Source: an optimization exercise on an open RTL-to-GDS flow (aim: small area, a short achievable clock period and few clock cycles). Production flows keep margins and buffers that such runs may drop. The RTL was checked by simulation tests, not by an equivalence proof against the original design.

`design.v`:
```
package vft_pkg;
	localparam int MAX_LEN_DEF     = 64;
	localparam int SCORE_WIDTH_DEF = 16;
	localparam int NSTATE  = 4;
	localparam int ACC_W   = 34;
	localparam int SCORE_W = 32;
	localparam logic signed [ACC_W-1:0] SCORE_FLOOR = -34'sd25599744;
	localparam logic signed [ACC_W-1:0] SAT_MAX     = 34'sd2147483647;
	localparam logic signed [ACC_W-1:0] SAT_MIN     = -34'sd2147483648;
	localparam logic [2:0] REG_START_BEGIN  = 3'd0;
	localparam logic [2:0] REG_START_SINGLE = 3'd3;
	localparam logic [2:0] REG_TRANS_BEGIN  = 3'd4;
	localparam logic [2:0] REG_TRANS_SINGLE = 3'd7;
	typedef struct packed {
		logic [NSTATE-1:0][15:0] start;
		logic [NSTATE-1:0][63:0] trans;
	} vft_cfg_t;
	typedef enum logic [3:0] {
		ST_IDLE,
		ST_DISPATCH,
		ST_ACS,
		ST_COMMIT,
		ST_PICK,
		ST_BT_RD,
		ST_BT_STEP,
		ST_OUT_RD,
		ST_OUT
	} vft_state_t;
	typedef struct packed {
		logic       ld_in;
		logic       init;
		logic       set_ovf;
		logic       acs;
		logic [1:0] acs_idx;
		logic       commit;
		logic       pick;
		logic       bt_rd;
		logic       bt_step;
		logic       out_rd;
		logic       out_next;
	} vft_cmd_t;
	typedef struct packed {
		logic first;
		logic last;
		logic open;
		logic full;
		logic bt_zero;
		logic out_last;
	} vft_sts_t;
endpackage
module vft_ram #(
	parameter int WIDTH = 8,
	parameter int DEPTH = 64
) (
	input  logic                     clk,
	input  logic                     we,
	input  logic [$clog2(DEPTH)-1:0] waddr,
	input  logic [WIDTH-1:0]         wdata,
	input  logic                     re,
	input  logic [$clog2(DEPTH)-1:0] raddr,
	output logic [WIDTH-1:0]         rdata
);
	logic [WIDTH-1:0] mem [DEPTH];
	always_ff @(posedge clk) begin
		if (we) begin
			mem[waddr] <= wdata;
		end
	end
	always_ff @(posedge clk) begin
		if (re) begin
			rdata <= mem[raddr];
		end
	end
endmodule
module vft_regs (
	input  logic               clk,
	input  logic               arst_n,
	input  logic               psel,
	input  logic               penable,
	input  logic               pwrite,
	input  logic [5:0]         paddr,
	input  logic [63:0]        pwdata,
	output logic [63:0]        prdata,
	output logic               pready,
	output vft_pkg::vft_cfg_t  cfg
);
	logic [2:0]  widx;
	logic        wr_en;
	vft_pkg::vft_cfg_t    cfg_q;
	assign pready = 1'b1;
	assign widx   = paddr[5:3];
	assign wr_en  = psel & penable & pwrite;
	assign cfg    = cfg_q;
	always_ff @(posedge clk or negedge arst_n) begin
		if (!arst_n) begin
			cfg_q <= '0;
		end else if (wr_en) begin
			if (!widx[2]) begin
				cfg_q.start[widx[1:0]] <= pwdata[15:0];
			end else begin
				cfg_q.trans[widx[1:0]] <= pwdata;
			end
		end
	end
	always_comb begin
		if (!widx[2]) begin
			prdata = 64'(cfg_q.start[widx[1:0]]);
		end else begin
			prdata = cfg_q.trans[widx[1:0]];
		end
	end
endmodule
module vft_ctrl (
	input  logic              clk,
	input  logic              arst_n,
	input  logic              in_valid,
	output logic              in_ready,
	output logic              out_valid,
	input  logic              out_ready,
	input  vft_pkg::vft_sts_t sts,
	output vft_pkg::vft_cmd_t cmd
);
	vft_pkg::vft_state_t state_q, state_d;
	logic [1:0] acs_cnt_q;
	always_ff @(posedge clk or negedge arst_n) begin
		if (!arst_n) begin
			state_q   <= vft_pkg::ST_IDLE;
			acs_cnt_q <= '0;
		end else begin
			state_q <= state_d;
			if (state_q == vft_pkg::ST_ACS) begin
				acs_cnt_q <= acs_cnt_q + 2'd1;
			end else begin
				acs_cnt_q <= '0;
			end
		end
	end
	always_comb begin
		state_d     = state_q;
		cmd         = '0;
		cmd.acs_idx = acs_cnt_q;
		in_ready    = 1'b0;
		out_valid   = 1'b0;
		case (state_q)
			vft_pkg::ST_IDLE: begin
				in_ready = 1'b1;
				if (in_valid) begin
					cmd.ld_in = 1'b1;
					state_d   = vft_pkg::ST_DISPATCH;
				end
			end
			vft_pkg::ST_DISPATCH: begin
				if (sts.open) begin
					cmd.init = 1'b1;
					state_d  = sts.last ? vft_pkg::ST_PICK : vft_pkg::ST_IDLE;
				end else if (sts.full) begin
					cmd.set_ovf = 1'b1;
					state_d     = sts.last ? vft_pkg::ST_PICK : vft_pkg::ST_IDLE;
				end else begin
					state_d = vft_pkg::ST_ACS;
				end
			end
			vft_pkg::ST_ACS: begin
				cmd.acs = 1'b1;
				if (acs_cnt_q == 2'd3) begin
					state_d = vft_pkg::ST_COMMIT;
				end
			end
			vft_pkg::ST_COMMIT: begin
				cmd.commit = 1'b1;
				state_d    = sts.last ? vft_pkg::ST_PICK : vft_pkg::ST_IDLE;
			end
			vft_pkg::ST_PICK: begin
				cmd.pick = 1'b1;
				state_d  = vft_pkg::ST_BT_RD;
			end
			vft_pkg::ST_BT_RD: begin
				if (sts.bt_zero) begin
					state_d = vft_pkg::ST_OUT_RD;
				end else begin
					cmd.bt_rd = 1'b1;
					state_d   = vft_pkg::ST_BT_STEP;
				end
			end
			vft_pkg::ST_BT_STEP: begin
				cmd.bt_step = 1'b1;
				state_d     = vft_pkg::ST_BT_RD;
			end
			vft_pkg::ST_OUT_RD: begin
				cmd.out_rd = 1'b1;
				state_d    = vft_pkg::ST_OUT;
			end
			vft_pkg::ST_OUT: begin
				out_valid = 1'b1;
				if (out_ready) begin
					if (sts.out_last) begin
						state_d = vft_pkg::ST_IDLE;
					end else begin
						cmd.out_next = 1'b1;
						state_d      = vft_pkg::ST_OUT_RD;
					end
				end
			end
			default: begin
				state_d = vft_pkg::ST_IDLE;
			end
		endcase
	end
endmodule
module vft_dp #(
	parameter int MAX_LEN     = vft_pkg::MAX_LEN_DEF,
	parameter int SCORE_WIDTH = vft_pkg::SCORE_WIDTH_DEF
) (
	input  logic              clk,
	input  logic              arst_n,
	input  vft_pkg::vft_cmd_t cmd,
	output vft_pkg::vft_sts_t sts,
	input  vft_pkg::vft_cfg_t cfg,
	input  logic [63:0]       in_data,
	input  logic              in_first,
	input  logic              in_last,
	output logic [39:0]       out_data,
	output logic              out_trunc,
	output logic              out_last
);
	localparam int NSTATE = vft_pkg::NSTATE;
	localparam int ACC_W  = vft_pkg::ACC_W;
	localparam int SCORE_W = vft_pkg::SCORE_W;
	localparam logic signed [ACC_W-1:0] SCORE_FLOOR = vft_pkg::SCORE_FLOOR;
	localparam logic signed [ACC_W-1:0] SAT_MAX     = vft_pkg::SAT_MAX;
	localparam logic signed [ACC_W-1:0] SAT_MIN     = vft_pkg::SAT_MIN;
	localparam int AW = $clog2(MAX_LEN);
	localparam int CW = $clog2(MAX_LEN + 1);
	function automatic logic signed [ACC_W-1:0] sext_op(input logic [15:0] v);
		sext_op = ACC_W'($signed(v));
	endfunction
	function automatic logic signed [SCORE_W-1:0] sat32(input logic signed [ACC_W-1:0] v);
		logic signed [SCORE_W-1:0] r;
		if (v > SAT_MAX) begin
			r = SAT_MAX[SCORE_W-1:0];
		end else if (v < SAT_MIN) begin
			r = SAT_MIN[SCORE_W-1:0];
		end else begin
			r = v[SCORE_W-1:0];
		end
		sat32 = r;
	endfunction
	logic [15:0]               emit_q [NSTATE];
	logic                      first_q, last_q;
	logic signed [SCORE_W-1:0] path_q [NSTATE];
	logic signed [SCORE_W-1:0] nxt_q  [NSTATE];
	logic [7:0]                bp_q;
	logic [CW-1:0]             count_q;
	logic                      ovf_q;
	logic [1:0]                tcur_q;
	logic signed [SCORE_W-1:0] bscore_q;
	logic [AW-1:0]             lastidx_q, bt_idx_q, out_idx_q;
	logic signed [ACC_W-1:0]   e_sel;
	logic signed [ACC_W-1:0]   cand [NSTATE];
	logic signed [ACC_W-1:0]   acs_best;
	logic [1:0]                acs_pred;
	logic [1:0]                pick_st;
	logic signed [SCORE_W-1:0] pick_val;
	logic [CW-1:0]             cnt_m1;
	logic [7:0]                bp_rdata;
	logic                      tag_we;
	logic [AW-1:0]             tag_waddr;
	logic [1:0]                tag_wdata, tag_rdata, bt_tag;
	assign cnt_m1 = count_q - CW'(1);
	assign bt_tag = bp_rdata[2*tcur_q +: 2];
	always_comb begin
		e_sel    = sext_op(emit_q[cmd.acs_idx]);
		acs_best = SCORE_FLOOR;
		acs_pred = '0;
		for (int k = 0; k < NSTATE; k++) begin
			cand[k] = ACC_W'(path_q[k]) + sext_op(cfg.trans[k][16*cmd.acs_idx +: 16]) + e_sel;
		end
		for (int k = 0; k < NSTATE; k++) begin
			if (cand[k] > acs_best) begin
				acs_best = cand[k];
				acs_pred = 2'(k);
			end
		end
	end
	always_comb begin
		pick_st  = '0;
		pick_val = path_q[0];
		for (int j = 1; j < NSTATE; j++) begin
			if (path_q[j] > pick_val) begin
				pick_val = path_q[j];
				pick_st  = 2'(j);
			end
		end
	end
	always_ff @(posedge clk) begin
		if (cmd.ld_in) begin
			for (int j = 0; j < NSTATE; j++) begin
				emit_q[j] <= in_data[16*j +: 16];
			end
			first_q <= in_first;
			last_q  <= in_last;
		end
		if (cmd.init) begin
			for (int j = 0; j < NSTATE; j++) begin
				path_q[j] <= sat32(sext_op(cfg.start[j]) + sext_op(emit_q[j]));
			end
		end
		if (cmd.acs) begin
			nxt_q[cmd.acs_idx]       <= sat32(acs_best);
			bp_q[2*cmd.acs_idx +: 2] <= acs_pred;
		end
		if (cmd.commit) begin
			for (int j = 0; j < NSTATE; j++) begin
				path_q[j] <= nxt_q[j];
			end
		end
		if (cmd.pick) begin
			bscore_q <= pick_val;
		end
	end
	always_ff @(posedge clk or negedge arst_n) begin
		if (!arst_n) begin
			count_q   <= '0;
			ovf_q     <= 1'b0;
			tcur_q    <= '0;
			lastidx_q <= '0;
			bt_idx_q  <= '0;
			out_idx_q <= '0;
		end else begin
			if (cmd.init) begin
				count_q <= CW'(1);
				ovf_q   <= 1'b0;
			end
			if (cmd.set_ovf) begin
				ovf_q <= 1'b1;
			end
			if (cmd.commit) begin
				count_q <= count_q + CW'(1);
			end
			if (cmd.pick) begin
				tcur_q    <= pick_st;
				lastidx_q <= cnt_m1[AW-1:0];
				bt_idx_q  <= cnt_m1[AW-1:0];
				out_idx_q <= '0;
				count_q   <= '0;
			end
			if (cmd.bt_step) begin
				tcur_q   <= bt_tag;
				bt_idx_q <= bt_idx_q - AW'(1);
			end
			if (cmd.out_next) begin
				out_idx_q <= out_idx_q + AW'(1);
			end
		end
	end
	always_comb begin
		tag_we    = cmd.pick | cmd.bt_step;
		tag_waddr = cmd.pick ? cnt_m1[AW-1:0] : bt_idx_q - AW'(1);
		tag_wdata = cmd.pick ? pick_st : bt_tag;
	end
	vft_ram #(
		.WIDTH (8),
		.DEPTH (MAX_LEN)
	) u_bp_ram (
		.clk   (clk),
		.we    (cmd.commit),
		.waddr (count_q[AW-1:0]),
		.wdata (bp_q),
		.re    (cmd.bt_rd),
		.raddr (bt_idx_q),
		.rdata (bp_rdata)
	);
	vft_ram #(
		.WIDTH (2),
		.DEPTH (MAX_LEN)
	) u_tag_ram (
		.clk   (clk),
		.we    (tag_we),
		.waddr (tag_waddr),
		.wdata (tag_wdata),
		.re    (cmd.out_rd),
		.raddr (out_idx_q),
		.rdata (tag_rdata)
	);
	always_comb begin
		sts.first    = first_q;
		sts.last     = last_q;
		sts.open     = first_q | (count_q == '0);
		sts.full     = (count_q >= CW'(MAX_LEN));
		sts.bt_zero  = (bt_idx_q == '0);
		sts.out_last = (out_idx_q == lastidx_q);
	end
	assign out_data  = {bscore_q, 6'(out_idx_q), tag_rdata};
	assign out_trunc = ovf_q;
	assign out_last  = (out_idx_q == lastidx_q);
endmodule
module viterbi_four_state_tagger_top #(
	parameter int MAX_LEN     = vft_pkg::MAX_LEN_DEF,
	parameter int SCORE_WIDTH = vft_pkg::SCORE_WIDTH_DEF
) (
	input  logic        clk,
	input  logic        arst_n,
	input  logic        s_tvalid,
	output logic        s_tready,
	input  logic [63:0] s_tdata,    
	input  logic        s_tuser,    
	input  logic        s_tlast,    
	output logic        m_tvalid,
	input  logic        m_tready,
	output logic [39:0] m_tdata,    
	output logic        m_tuser,    
	output logic        m_tlast,    
	input  logic        psel,
	input  logic        penable,
	input  logic        pwrite,
	input  logic [5:0]  paddr,
	input  logic [63:0] pwdata,
	output logic [63:0] prdata,
	output logic        pready
);
	vft_pkg::vft_cfg_t cfg;
	vft_pkg::vft_cmd_t cmd;
	vft_pkg::vft_sts_t sts;
	vft_regs u_regs (
		.clk     (clk),
		.arst_n  (arst_n),
		.psel    (psel),
		.penable (penable),
		.pwrite  (pwrite),
		.paddr   (paddr),
		.pwdata  (pwdata),
		.prdata  (prdata),
		.pready  (pready),
		.cfg     (cfg)
	);
	vft_ctrl u_ctrl (
		.clk       (clk),
		.arst_n    (arst_n),
		.in_valid  (s_tvalid),
		.in_ready  (s_tready),
		.out_valid (m_tvalid),
		.out_ready (m_tready),
		.sts       (sts),
		.cmd       (cmd)
	);
	vft_dp #(
		.MAX_LEN     (MAX_LEN),
		.SCORE_WIDTH (SCORE_WIDTH)
	) u_dp (
		.clk       (clk),
		.arst_n    (arst_n),
		.cmd       (cmd),
		.sts       (sts),
		.cfg       (cfg),
		.in_data   (s_tdata),
		.in_first  (s_tuser),
		.in_last   (s_tlast),
		.out_data  (m_tdata),
		.out_trunc (m_tuser),
		.out_last  (m_tlast)
	);
endmodule
```
`run.sh`:
```
#!/bin/bash
# synth_recipe.tcl (not shown) runs the flow's synth.tcl, then flattens the netlist and writes it again
# the make line also repeats each setting of config.mk as NAME=value (left out here)
make -C /OpenROAD-flow-scripts/flow DESIGN_CONFIG=/design/flow/config.mk WORK_HOME=/design/flow/orfs CLKGATE_MAP_FILE= SYNTH_SCRIPT=/design/flow/synth_recipe.tcl finish
```
`config.mk`:
```
export PLATFORM = sky130hd
export DESIGN_NAME = viterbi_four_state_tagger_top
export DESIGN_NICKNAME = viterbi_four_state_tagger_top
export VERILOG_FILES = /design/flow/design.v
export SDC_FILE = /design/flow/constraint.sdc
export NUM_CORES = 4
export LEC_CHECK = 0
export CAP_MARGIN = 20
export CORE_MARGIN = 2
export CORE_UTILIZATION = 40
export PLACE_DENSITY = 0.6
export SLEW_MARGIN = 20
```
`constraint.sdc`:
```
create_clock -name core_clock -period 15.0 [get_ports {clk}]
set_input_delay 3.0000 -clock core_clock [delete_from_list [all_inputs] [get_ports {clk}]]
set_output_delay 3.0000 -clock core_clock [all_outputs]
set_load 0.01 [all_outputs]
```
==> summary.txt <==
[Yosys cell counts, drive strengths merged (20+ instances only)]
cell    count  area, sq um
o31ai      39          307
xnor2     104          926
nand2     358         1340
nor2b      64          400
o22ai      25          156
a21o      117          878
a211oi     29          230
nand2b     44          275
mux2       54          638
mux4      332         7480
o21bai     26          195
o21ai     293         1470
fa        136         2720
a21boi     28          210
clkbuf    206          778
buf        70          345
nand3      63          320
dfrtp     354         8860
o21a       76          571
edfxtp   1012        30400
inv       247          927
nor3       35          175
xor2       50          438
a21oi     316         1590
ha        404         5050
nand4      55          344
mux2i     107         1070
a31oi      20          125
and2       75          472
nor2      339         1270
a22o      321         2810
[per-stage QoR]
stage,hold slack [ps],worst slack (ps)
finish,488,713
global route,499,30.8
CTS,484,286
detailed placement,502,357
global placement,484,516
floorplan,464,31.0
[layout make-up]
cell class                 instances  share of cell area [%]
multi-input combinational       3723                    39.2
timing repair buffer             409                    4.48
sequential                      1366                    45.8
clock inverter                    65                    1.00
antenna                           10                  0.0292
inverter                         248                    1.09
clock buffer                     204                    4.73
tap                             2480                    3.62
[repair_timing]
item | in CTS | in global routing
gates resized for setup | 0 | 26
endpoints found under the hold margin | 0 | 0
setup buffers | 0 | 0
setup endpoints to repair | 0 | 136
[kinds of logic (layout without fill, tap and decap cells)]
group                      Yosys count  count (layout)
DFF                               1366            1366
AOI/OAI and AO/OA                 1414            1414
muxes                              493             493
and+or+nand+nor                   1121            1121
adders and majority gates          540             540
other                                1              11
xor gates and xnor gates           154             154
buffers and inverters              524             926
[layer usage]
| metal | track usage (%) | vias to the layer above |
|---|---|---|
| li1 | - | 22158 |
| met1 | 34.4 | 25911 |
| met2 | 38.3 | 2112 |
| met3 | 4.99 | 417 |
| met4 | 10.6 | 24 |
| met5 | 0 | - |
[sequential cells by signal (all words and copies together) (netlist names), 32 cells and up]
name,cells
u_dp.bscore_q,32
u_dp.emit_q,64
u_dp.nxt_q,128
u_dp.path_q,128
u_dp.u_bp_ram.mem,512
u_dp.u_tag_ram.mem,128
u_regs.cfg_q,320
[path summary, 6_finish.rpt]
path	slack (ps)	cells after the start	to	startpoint
worst max-delay path	710	57	u_dp.nxt_q[0][6]	u_ctrl.acs_cnt_q[0]
worst min-delay path	490	2	u_dp.path_q[1][8]	u_dp.nxt_q[1][8]
worst max register to register	710	57	u_dp.nxt_q[0][6]	u_ctrl.acs_cnt_q[0]
worst min register to register	490	2	u_dp.path_q[1][8]	u_dp.nxt_q[1][8]
max in group asynchronous	11190	2	u_dp.bt_idx_q[0]	arst_n
min in group asynchronous	2250	1	u_regs.cfg_q[95]	arst_n
[worst max-delay path, delay by kind of cell (launching register included)]
family | cells | cell delay, ps
AND/OR/NAND/NOR | 14 | 3560
AO/OA/AOI/OAI | 22 | 4530
XOR/XNOR | 1 | 340
multiplexers | 2 | 540
flip-flops | 1 | 490
adder cells (fa/ha/maj) | 6 | 2170
buffers and inverters | 12 | 2390
==> results.tsv <==
metric	value	unit
outcome	timing/DRC/antenna clean	
Post-synth EDFFs	1012	
vias in the first global route	49946	
Hold Path Class	reg -> reg	
Tightest Pin Transition	1220	ps
# hold bufs at CTS	0	
Max Used Layer	met5	
final instance area	85700	sq um
largest family of logic cells by synthesized area	compound AO/OA/AOI/OAI gates	
overall routed net length	241000	microns
met3 routed wirelength	19300	microns
crit path max fanout	45	
first-pass GRT wire length	347000	microns
syn nets	6296	
CP Data Required Time	15630	ps
Synth Area in Simple Gates	7.05	%
H-Tree Depth	4	
gpl congestion	0.955	
multi-input logic area	33600	sq um
Avg Cell Area, Syn	13.3	sq um
Arr. time, crit path	14920	ps
Fin Clk Skew	84.1	ps
DIE AREA	190000	sq um
Compound-Gate Fraction of Synth Area	13.0	%
flip-flop and latch area	39300	sq um
FF+latch count, synth	1366	
nets	6578	
post-synthesis sequential area ratio	52.6	%
DPL Wire Length	177000	microns
asr flop ratio synth	25.9	%
RSZ-0062 raised after global routing	no	
met2 wire length	109000	microns
Yosys warning count	8	
Core ar.	185000	sq um
CP peak stage delay	610	ps
min Tclk post-route	14290	ps
Die X	436	microns
WL/cell	28.3	microns
clock-pin slew on the worst setup and hold paths	60	ps
total gr overflow	0	
setup violators final	0	
critical setup path kind	reg -> reg	
std cell rows	158	
Met1 Routed Length	101000	microns
vias per cell	5.95	
Starting Density	40.2	%
Finished Core Util	46.2	%
IO Port Bufs	247	
Final Cycle Share	95.2	%
Placed Area	80700	sq um
largest net degree at the start of global routing	129	
DRC	0	
max_cap viols	0	
post-route ant nets	0	
clock latency on the worst-skew pair	840	ps
Filler cells	16526	
Crit. End Element	flop	
initial antenna violation count	17	
Worst slew margin	18.4	%
mux cell area share after synthesis	12.3	%
top-level port count	252	
Mapped Cells	5613	
layout cell share with drive strength beyond 1	14.3	%
Highest Clock Rate	70.0	MHz
count of final max-slew check failures	0	
Netlist cell types	96	
DR pass1 iterations	8	
Sum Neg Setup Slack	0	ps
Clock Sinks	1366	
highest-count cells in the layout ignoring fill and taps	edfxtp_1, ha_1, nand2_1, dfrtp_1, mux4_2	
TritonCTS clock tree	yes	
Adder-Cell Fraction of Synth Area	10.4	%
P&R area growth vs syn	14.8	%
CTS Buf Count	147	
Worst setup SP type	flop	
ys flop type	edfxtp_1	
clock buffer depth	3	
slowest CP cell	or4b_1	
clock root buffer master	clkbuf_16	
Die Height	436	microns
commonest non-fill, non-tap cell in the layout	edfxtp_1	
# placed instances	8226	
Mapped Area	74600	sq um
count of final hold-check violations	0	
Most common cell on crit path	buf_4	
DR vias	50622	
xor and xnor fraction of the mapped netlist area	1.83	%
Starting DRT DRC Count	5287	
total track usage	24.9	%
Finished Layout Cells	8505	
Testbench counts, summed over its fixed seeds: cycles 123,413.

## static timing again, ports no longer ideal
Ports are ideal in the flow. The routed layout listed here was re-timed in OpenROAD.
Step 1 sets driving cells, clkbuf_16 on the clock port and buf_2 on the other inputs (assumed; they add their load-dependent delay and slew).
Step 2 also shifts input and output timing later by t, the mid clock arrival at the registers, as if the neighbouring blocks saw the same clock.
a / b / c = ideal / step 1 / step 2; a / b = the first two.
shift t [ns]: 0.877
slack for setup (ns): 0.713 / 0.713 / 0.713
clock arrival spread, ns: 0.084 / 0.084
pins driven straight from the clock port: 1
After both steps setup and hold are still met in this run. The setup slack of this run moves by 0.000 ns with the drivers and by 0.000 ns with both steps.
